Source: an optimization exercise on an open RTL-to-GDS flow (aim: small area, a short achievable clock period and few clock cycles). Production flows keep margins and buffers that such runs may drop.
RTL that was checked went through simulation tests only; none was proved equivalent to the original.

## indigo
// qsim_top
module qsim_top #(
  parameter int MAX_QUBITS = 4,
  parameter int MAX_GATES  = 4,
  localparam int MAX_N = 2 ** MAX_QUBITS,
  localparam int IN_AW = $clog2(MAX_N + 1),
  localparam int GT_AW = $clog2(MAX_GATES * MAX_N * MAX_N),
  localparam int SP_AW = MAX_QUBITS + 1
) (
  input  logic                  clk,
  input  logic                  reset_n,
  input  logic                  dut_valid,
  output logic                  dut_ready,
  output logic [IN_AW-1:0]      q_state_input_sram_read_address,
  input  qsim_pkg::word_t       q_state_input_sram_read_data,
  output logic [GT_AW-1:0]      q_gates_sram_read_address,
  input  qsim_pkg::word_t       q_gates_sram_read_data,
  output logic [SP_AW-1:0]      scratchpad_sram_read_address,
  input  qsim_pkg::word_t       scratchpad_sram_read_data,
  output logic                  scratchpad_sram_write_enable,
  output logic [SP_AW-1:0]      scratchpad_sram_write_address,
  output qsim_pkg::word_t       scratchpad_sram_write_data,
  output logic                  q_state_output_sram_write_enable,
  output logic [MAX_QUBITS-1:0] q_state_output_sram_write_address,
  output qsim_pkg::word_t       q_state_output_sram_write_data
);
Size: roughly 3700 cells after synthesis, ~200 I/O pins.
export LEC_CHECK = 0
export CAP_MARGIN = 20
export CORE_MARGIN = 2
export CORE_UTILIZATION = 60
export SLEW_MARGIN = 20
create_clock -name core_clock -period 12.0 [get_ports {clk}]
standard.sh (not shown) runs the stock make flow with config.mk's settings and CLKGATE_MAP_FILE= SYNTH_SCRIPT=/design/flow/synth_recipe.tcl, a recipe that flattens the netlist after the stock synthesis.
==> flow/flow/run.sh <==
#!/bin/bash
# Own layout flow: the standard ORFS flow (standard.sh) at the design's
# clock period and constraints, with these changes in how the layout is made:
#  * after the standard synthesis, flow/fa_polarity.py removes inverters
#    between full-adder cells (a full adder with all inputs and outputs
#    complemented is the same cell); registers are untouched;
#  * timing repair aims for SETUP_SLACK_MARGIN ns of setup slack, worst path
#    only (TNS_END_PERCENT 0), so the resizer works on the paths that set the
#    achieved period;
#  * port buffers are buf_2 instead of the default pick;
#  * clock tree synthesis adds no dummy loads.
# Each step's full output goes to its own log file in this folder.
set -euo pipefail

export SETUP_SLACK_MARGIN=${SETUP_SLACK_MARGIN:-8.3}
export TNS_END_PERCENT=0
export BUFFER_PORTS_ARGS="-buffer_cell sky130_fd_sc_hd__buf_2"
export CTS_ARGS="-sink_clustering_enable -repair_clock_nets -dont_use_dummy_load"

RES=$(pwd)/orfs/results/$FLOW_PLATFORM/qsim_top/base

bash standard.sh "$RES/1_2_yosys.v" > log_synth.txt 2>&1
cp "$RES/1_2_yosys.v" 1_2_yosys_standard.v
python3 flow/fa_polarity.py 1_2_yosys_standard.v "$RES/1_2_yosys.v" > log_fa_polarity.txt 2>&1
bash standard.sh synth > log_synth_odb.txt 2>&1
bash standard.sh floorplan > log_floorplan.txt 2>&1
bash standard.sh place > log_place.txt 2>&1
bash standard.sh cts > log_cts.txt 2>&1
bash standard.sh route > log_route.txt 2>&1
bash standard.sh finish > log_finish.txt 2>&1
test -s out/final.def
Other scripts of this flow, unchanged in this note and not shown: flow/flow/fa_polarity.py
Testbench counts of indigo, summed over its fixed seeds: cycles 68,716.
What fjord does differently from indigo at the input level:
diff --git a/flow/flow/run.sh b/flow/flow/run.sh
--- a/flow/flow/run.sh
+++ b/flow/flow/run.sh
@@ -10,2 +10 @@
-#  * port buffers are buf_2 instead of the default pick;
-#  * clock tree synthesis adds no dummy loads.
+#  * port buffers are buf_2 instead of the default pick.
@@ -15 +14 @@
-export SETUP_SLACK_MARGIN=${SETUP_SLACK_MARGIN:-8.3}
+export SETUP_SLACK_MARGIN=${SETUP_SLACK_MARGIN:-8.5}
@@ -18 +16,0 @@
-export CTS_ARGS="-sink_clustering_enable -repair_clock_nets -dont_use_dummy_load"
==> notes.md <==
Diff indigo -> fjord: number of standard cells in the final layout excluding fillers increased about 1.4%, cell area rose 850 sq um, area growth from synthesis to layout moved up, global routing usage on met1 now sits lower.
Weighted congestion at the end of routability-driven global placement was higher in fjord than in indigo.
Against indigo, peak clock frequency supported by timing in fjord rose slightly.
Final cycle utilization of the critical path for fjord is lower than for indigo.
--- input diff fjord..xenon ---
- a change of CORE_UTILIZATION from 60 to 72
diff --git a/flow/flow/run.sh b/flow/flow/run.sh
--- a/flow/flow/run.sh
+++ b/flow/flow/run.sh
@@ -10 +10,2 @@
-#  * port buffers are buf_2 instead of the default pick.
+#  * port buffers are buf_2 instead of the default pick;
+#  * clock tree synthesis adds no dummy loads.
@@ -16,0 +18 @@
+export CTS_ARGS="-sink_clustering_enable -repair_clock_nets -dont_use_dummy_load"
==> notes.md <==
- Between fjord and xenon, the flow reports die area decreasing by more than 10%.
- Count of input and output buffers: xenon vs fjord identical
- xenon vs fjord — layout overhead on the synthesized area dropped 1.3 points.
- fjord was larger in final cell area than xenon.
Modified inputs, yarrow compared to xenon
- CORE_UTILIZATION: 72 -> 60
## What came out
NOTE: share of cell area taken by flip-flops and latches in yarrow falls short of that of xenon
yarrow against xenon: design area moved up, share of the clock period used by the worst path after layout level.
Relative to xenon, total buffers and inverters traversed by the critical path has gone up in yarrow.
Site row count grows by a little under 10% when moving from xenon to yarrow.
xenon and yarrow ended up with nearly the same final critical-path setup slack.
Going from xenon to yarrow, wire length of the first global-routing pass shrinks by about 0.47%.
Growth of design area from synthesis to finish ended up 0.89 points higher on yarrow than on xenon.
The following lists how maple was set up differently from yarrow:
diff --git a/flow/flow/run.sh b/flow/flow/run.sh
--- a/flow/flow/run.sh
+++ b/flow/flow/run.sh
@@ -18 +18 @@
-export CTS_ARGS="-sink_clustering_enable -repair_clock_nets -dont_use_dummy_load"
+export CTS_ARGS="-sink_clustering_enable -repair_clock_nets -dont_use_dummy_load -sink_clustering_size 24 -sink_clustering_max_diameter 80"
Summary of the comparison: final net count is lower in maple, relative to yarrow. The setup slack of maple is smaller than that of yarrow. Via count essentially unchanged between yarrow and maple. Looking at cell with the biggest individual delay on the critical path, the dfstp_2 result is from yarrow; the dfxtp_2 one comes from maple. Between yarrow and maple, the flow reports routed wire length increasing slightly. Between yarrow and maple, the number of vias per cell after detailed routing is lower for yarrow. Count of clock-buffer cells in the layout: maple vs yarrow down 40%.


== run A ==
Starting RTL as in the previous note.
Settings: LEC_CHECK=0, CAP_MARGIN=20, CORE_MARGIN=2, CORE_UTILIZATION=60, SLEW_MARGIN=20; clock period 12.0 ns.
==> flow/flow/run.sh <==
#!/bin/bash
# Own layout flow: the standard ORFS flow (standard.sh) at the design's
# clock period and constraints, with these changes in how the layout is made:
#  * after the standard synthesis, flow/fa_polarity.py removes inverters
#    between full-adder cells (a full adder with all inputs and outputs
#    complemented is the same cell); registers are untouched;
#  * timing repair aims for SETUP_SLACK_MARGIN ns of setup slack, worst path
#    only (TNS_END_PERCENT 0), so the resizer works on the paths that set the
#    achieved period;
#  * port buffers are buf_4 instead of the default pick.
# Each step's full output goes to its own log file in this folder.
set -euo pipefail

export SETUP_SLACK_MARGIN=${SETUP_SLACK_MARGIN:-8.5}
export TNS_END_PERCENT=0
export BUFFER_PORTS_ARGS="-buffer_cell sky130_fd_sc_hd__buf_4"

RES=$(pwd)/orfs/results/$FLOW_PLATFORM/qsim_top/base

bash standard.sh "$RES/1_2_yosys.v" > log_synth.txt 2>&1
cp "$RES/1_2_yosys.v" 1_2_yosys_standard.v
python3 flow/fa_polarity.py 1_2_yosys_standard.v "$RES/1_2_yosys.v" > log_fa_polarity.txt 2>&1
bash standard.sh synth > log_synth_odb.txt 2>&1
bash standard.sh floorplan > log_floorplan.txt 2>&1
bash standard.sh place > log_place.txt 2>&1
bash standard.sh cts > log_cts.txt 2>&1
bash standard.sh route > log_route.txt 2>&1
bash standard.sh finish > log_finish.txt 2>&1
test -s out/final.def
Other scripts of this flow, unchanged in this note and not shown: flow/flow/fa_polarity.py
Testbench counts of run A, summed over its fixed seeds: cycles 68,716.
What run B does differently from run A at the input level:
- CORE_UTILIZATION now 40, was 60
==> flow/flow/run.sh <==
#!/bin/bash
# Own layout flow: the standard ORFS flow (standard.sh) at the design's
# clock period and constraints, with two changes in how the layout is made:
#  * timing repair aims for SETUP_SLACK_MARGIN ns of setup slack on the worst
#    path only (TNS_END_PERCENT 0), so the resizer works on the paths that set
#    the achieved period;
#  * port buffers are buf_4 instead of the default pick.
# The synthesis is the standard one, unchanged. Each step's full output
# goes to its own log file in this folder.
set -euo pipefail

export SETUP_SLACK_MARGIN=${SETUP_SLACK_MARGIN:-8.5}
export TNS_END_PERCENT=0
export BUFFER_PORTS_ARGS="-buffer_cell sky130_fd_sc_hd__buf_4"

bash standard.sh synth > log_synth.txt 2>&1
bash standard.sh floorplan > log_floorplan.txt 2>&1
bash standard.sh place > log_place.txt 2>&1
bash standard.sh cts > log_cts.txt 2>&1
bash standard.sh route > log_route.txt 2>&1
bash standard.sh finish > log_finish.txt 2>&1
test -s out/final.def
==> notes.md <==
- Delta (run B minus run A): number of inserted filler cells in the final layout went up by 4207, setup slack went down by 0.0078 ns.
- A critical path startpoint of ctrl_i.col[0] is what run B shows, while ctrl_i.dut_ready belongs to run A.
- Compare run B and run A | number of tap cells added at floorplan higher: run B
- Run A -> run B: clock buffer count in the final layout decreased by a few percent
- Summary of run B over run A: first-pass iteration count of the detailed router essentially unchanged, overall die area increased 52%.
diff inputs: run B => run C
diff --git a/flow/flow/run.sh b/flow/flow/run.sh
--- a/flow/flow/run.sh
+++ b/flow/flow/run.sh
@@ -12 +12 @@
-export SETUP_SLACK_MARGIN=${SETUP_SLACK_MARGIN:-8.5}
+export SETUP_SLACK_MARGIN=${SETUP_SLACK_MARGIN:-8.0}
==> notes.md <==
- Run B -> run C: die height delta 0, exact match
- Run C ends up with a setup slack that is 0.29 ns lower than in run B.
- Launch point of the critical path: gr_one_b[5] -> run C, ctrl_i.col[0] -> run B
The inputs of run D differ from those of run C as listed below.
- setting CTS_CLUSTER_DIAMETER to 100 for the first time
- changing CORE_UTILIZATION from 40 to 60
- setting CTS_CLUSTER_SIZE to 30 for the first time
==> flow/flow/run.sh <==
#!/bin/bash
# Own layout flow: the standard ORFS flow (standard.sh) at the design's
# clock period and constraints, with these changes in how the layout is made:
#  * after the standard synthesis, flow/fa_polarity.py removes inverters
#    between full-adder cells (a full adder with all inputs and outputs
#    complemented is the same cell); registers are untouched;
#  * timing repair aims for SETUP_SLACK_MARGIN ns of setup slack, worst path
#    only (TNS_END_PERCENT 0), so the resizer works on the paths that set the
#    achieved period;
#  * port buffers are buf_4 instead of the default pick.
# Each step's full output goes to its own log file in this folder.
set -euo pipefail

export SETUP_SLACK_MARGIN=${SETUP_SLACK_MARGIN:-9.0}
export TNS_END_PERCENT=0
export BUFFER_PORTS_ARGS="-buffer_cell sky130_fd_sc_hd__buf_4"

RES=$(pwd)/orfs/results/$FLOW_PLATFORM/qsim_top/base

bash standard.sh "$RES/1_2_yosys.v" > log_synth.txt 2>&1
cp "$RES/1_2_yosys.v" 1_2_yosys_standard.v
python3 flow/fa_polarity.py 1_2_yosys_standard.v "$RES/1_2_yosys.v" > log_fa_polarity.txt 2>&1
bash standard.sh synth > log_synth_odb.txt 2>&1
bash standard.sh floorplan > log_floorplan.txt 2>&1
bash standard.sh place > log_place.txt 2>&1
bash standard.sh cts > log_cts.txt 2>&1
bash standard.sh route > log_route.txt 2>&1
bash standard.sh finish > log_finish.txt 2>&1
test -s out/final.def
Results
Looking at the reports, run D completed the entire flow and the layout it produced met the timing, design-rule and antenna checks. Re worst setup slack: run D and run C aren't equal, and the higher value belongs to run D. Relative to run C, count of filler cells inserted in the layout has decreased by 4224 in run D. Run D vs run C, final-layout clock-cell area share went down by 2.9 points. Re non-clock buffer count: run D and run C aren't equal, and the lower value belongs to run C. Measured against each other, run D and run C differ in area growth from synthesis to layout, the higher figure coming from run C. Total global routing track utilization for run D is higher than for run C. Diff run C -> run D | synthesized instance count | decrease of about 5%. Of run D and run C, it is run D that has the higher first-pass iteration count of the detailed router.


Another version of the RTL of qsim_top (not shown whole).
Size: ~3800 cells after synthesis, roughly 200 I/O pins.
==> flow/config.mk <==
export PLATFORM = sky130hd
export DESIGN_NAME = qsim_top
export DESIGN_NICKNAME = qsim_top
export VERILOG_FILES = /design/flow/design.v
export SDC_FILE = /design/flow/constraint.sdc
export NUM_CORES = 4
export LEC_CHECK = 0
export CAP_MARGIN = 20
export CORE_MARGIN = 2
export CORE_UTILIZATION = 60
export SLEW_MARGIN = 20
==> flow/constraint.sdc <==
create_clock -name core_clock -period 12.0 [get_ports {clk}]
set_input_delay 2.4000 -clock core_clock [delete_from_list [all_inputs] [get_ports {clk}]]
set_output_delay 2.4000 -clock core_clock [all_outputs]
set_load 0.01 [all_outputs]
==> flow/flow/run.sh <==
#!/bin/bash
# Own layout flow: the standard ORFS flow (standard.sh) at the design's
# clock period and constraints, with these changes in how the layout is made:
#  * after the standard synthesis, flow/fa_polarity.py removes inverters
#    between full-adder cells (a full adder with all inputs and outputs
#    complemented is the same cell); registers are untouched;
#  * timing repair aims for SETUP_SLACK_MARGIN ns of setup slack, worst path
#    only (TNS_END_PERCENT 0), so the resizer works on the paths that set the
#    achieved period;
#  * port buffers are buf_2 instead of the default pick;
#  * clock tree synthesis adds no dummy loads.
# Each step's full output goes to its own log file in this folder.
set -euo pipefail

export SETUP_SLACK_MARGIN=${SETUP_SLACK_MARGIN:-8.5}
export TNS_END_PERCENT=0
export BUFFER_PORTS_ARGS="-buffer_cell sky130_fd_sc_hd__buf_2"
export CTS_ARGS="-sink_clustering_enable -repair_clock_nets -dont_use_dummy_load"

RES=$(pwd)/orfs/results/$FLOW_PLATFORM/qsim_top/base

bash standard.sh "$RES/1_2_yosys.v" > log_synth.txt 2>&1
cp "$RES/1_2_yosys.v" 1_2_yosys_standard.v
python3 flow/fa_polarity.py 1_2_yosys_standard.v "$RES/1_2_yosys.v" > log_fa_polarity.txt 2>&1
bash standard.sh synth > log_synth_odb.txt 2>&1
bash standard.sh floorplan > log_floorplan.txt 2>&1
bash standard.sh place > log_place.txt 2>&1
bash standard.sh cts > log_cts.txt 2>&1
bash standard.sh route > log_route.txt 2>&1
bash standard.sh finish > log_finish.txt 2>&1
test -s out/final.def
Other scripts of this flow, unchanged in this note and not shown: flow/flow/fa_polarity.py
The baseline finished with timing, DRC and antenna clean.
Next try:
--- a/flow/flow/run.sh
+++ b/flow/flow/run.sh
@@ -14,3 +14,3 @@
 
-export SETUP_SLACK_MARGIN=${SETUP_SLACK_MARGIN:-8.5}
+export SETUP_SLACK_MARGIN=${SETUP_SLACK_MARGIN:-9.0}
 export TNS_END_PERCENT=0
Worst hold slack got worse by 0.040 ns.
Routed wire length climbs by 2.6%.
Via count went up by 1.8%.
Design area increases by 0.35%.
No functional check of the RTL was part of any run of this note.


the reference run:
Another version of the RTL of qsim_top (not shown whole).
Size in the first run: ~3700 cells after synthesis.
Settings: LEC_CHECK=0, CAP_MARGIN=20, CORE_MARGIN=2, CORE_UTILIZATION=60, SLEW_MARGIN=20; clock period 12.0 ns.
==> flow/flow/run.sh <==
#!/bin/bash
# Own layout flow: the standard ORFS flow (standard.sh) at the design's
# clock period and constraints, with these changes in how the layout is made:
#  * after the standard synthesis, flow/fa_polarity.py removes inverters
#    between full-adder cells (a full adder with all inputs and outputs
#    complemented is the same cell); registers are untouched;
#  * timing repair aims for SETUP_SLACK_MARGIN ns of setup slack, worst path
#    only (TNS_END_PERCENT 0), so the resizer works on the paths that set the
#    achieved period;
#  * port buffers are buf_2 instead of the default pick;
#  * clock tree synthesis adds no dummy loads.
# Each step's full output goes to its own log file in this folder.
set -euo pipefail

export SETUP_SLACK_MARGIN=${SETUP_SLACK_MARGIN:-9.0}
export TNS_END_PERCENT=0
export BUFFER_PORTS_ARGS="-buffer_cell sky130_fd_sc_hd__buf_2"
export CTS_ARGS="-sink_clustering_enable -repair_clock_nets -dont_use_dummy_load"

RES=$(pwd)/orfs/results/$FLOW_PLATFORM/qsim_top/base

bash standard.sh "$RES/1_2_yosys.v" > log_synth.txt 2>&1
cp "$RES/1_2_yosys.v" 1_2_yosys_standard.v
python3 flow/fa_polarity.py 1_2_yosys_standard.v "$RES/1_2_yosys.v" > log_fa_polarity.txt 2>&1
bash standard.sh synth > log_synth_odb.txt 2>&1
bash standard.sh floorplan > log_floorplan.txt 2>&1
bash standard.sh place > log_place.txt 2>&1
bash standard.sh cts > log_cts.txt 2>&1
bash standard.sh route > log_route.txt 2>&1
bash standard.sh finish > log_finish.txt 2>&1
test -s out/final.def
Other scripts of this flow, unchanged in this note and not shown: flow/flow/fa_polarity.py
Looking at the reports, the reference run completed the entire flow and the layout it produced met the timing, design-rule and antenna checks.
Modified inputs, the trial run compared to the reference run
diff --git a/flow/flow/run.sh b/flow/flow/run.sh
--- a/flow/flow/run.sh
+++ b/flow/flow/run.sh
@@ -13,5 +13,5 @@
 set -euo pipefail
 
-export SETUP_SLACK_MARGIN=${SETUP_SLACK_MARGIN:-9.0}
+export SETUP_SLACK_MARGIN=${SETUP_SLACK_MARGIN:-8.5}
 export TNS_END_PERCENT=0
 export BUFFER_PORTS_ARGS="-buffer_cell sky130_fd_sc_hd__buf_2"
Results
Every stage of the flow completed for the trial run, and the final layout passed the timing, design-rule and antenna checks. In summary, the reference run completed successfully, with a layout that passed the timing, design-rule and antenna checks. The trial run reports its worst setup path startpoint as state_a[28] while the reference run reports state_b[19]. The reference run ended up with dfxtp_1 as its cell with the biggest individual delay on the critical path; the trial run ended up with fa_1. On total met2 wirelength after detailed routing: between the trial run and the reference run, it ends up higher for the reference run. Diff the trial run and the reference run: worst setup slack higher in the reference run. Global-route usage over all layers, the trial run and the reference run, higher one = the reference run. Comparing mean number of vias per cell for the trial run and the reference run, the bigger number came from the reference run. Initial antenna violation count is higher on the trial run. Compared with the reference run, in the trial run shortest period the worst path allows rose 0.013 ns; final wirelength fell 1.3%; critical path's largest stage delay fell 0.29 ns.
No run of this note included a check of the RTL's function; only the layout flow was run.

-- what the ideal ports hide --
No port has a modelled driver above. Below, the same layouts with a new extraction and two added sets of constraints. Step 1 sets driving cells, clkbuf_16 on the clock port and buf_2 on the other inputs (assumed; they add their load-dependent delay and slew). Step 2 times the ports against the registers' clock, not the clock port: input delays grow and output delays shrink by t, the midpoint of the rising clock arrivals with the driver on. a / b / c = ideal ports / drivers / drivers and shift; a / b = the first two.
run | t (ns) | setup slack, ns | hold WS [ns]
indigo | 0.669 | 8.236 / 8.236 / 7.929 | 0.347 / 0.347 / 0.347
fjord | 0.703 | 8.304 / 8.244 / 8.010 | 0.343 / 0.343 / 0.343
xenon | 0.663 | 8.318 / 8.259 / 7.967 | 0.344 / 0.344 / 0.344
yarrow | 0.677 | 8.318 / 8.251 / 8.041 | 0.344 / 0.344 / 0.344
maple | 0.623 | 8.307 / 8.294 / 8.068 | 0.353 / 0.353 / 0.353
run A | 0.700 | 8.286 / 8.218 / 7.988 | 0.347 / 0.347 / 0.347
run B | 0.738 | 8.278 / 8.210 / 7.997 | 0.347 / 0.347 / 0.347
run C | 0.682 | 7.991 / 7.991 / 7.991 | 0.340 / 0.340 / 0.340
run D | 0.696 | 8.240 / 8.205 / 7.933 | 0.334 / 0.334 / 0.334
the first run of note 3 | 0.652 | 8.394 / 8.345 / 7.942 | 0.333 / 0.333 / 0.333
the second run of note 3 | 0.665 | 8.417 / 8.372 / 7.908 | 0.293 / 0.293 / 0.293
the reference run | 0.681 | 8.364 / 8.356 / 7.965 | 0.343 / 0.343 / 0.343
the trial run | 0.680 | 8.352 / 8.293 / 7.908 | 0.350 / 0.350 / 0.350
After both steps every run listed still meets setup and hold. For the second run of note 3, which loses most, drivers alone change the setup slack by -0.045 ns; drivers and shift together by -0.509 ns.
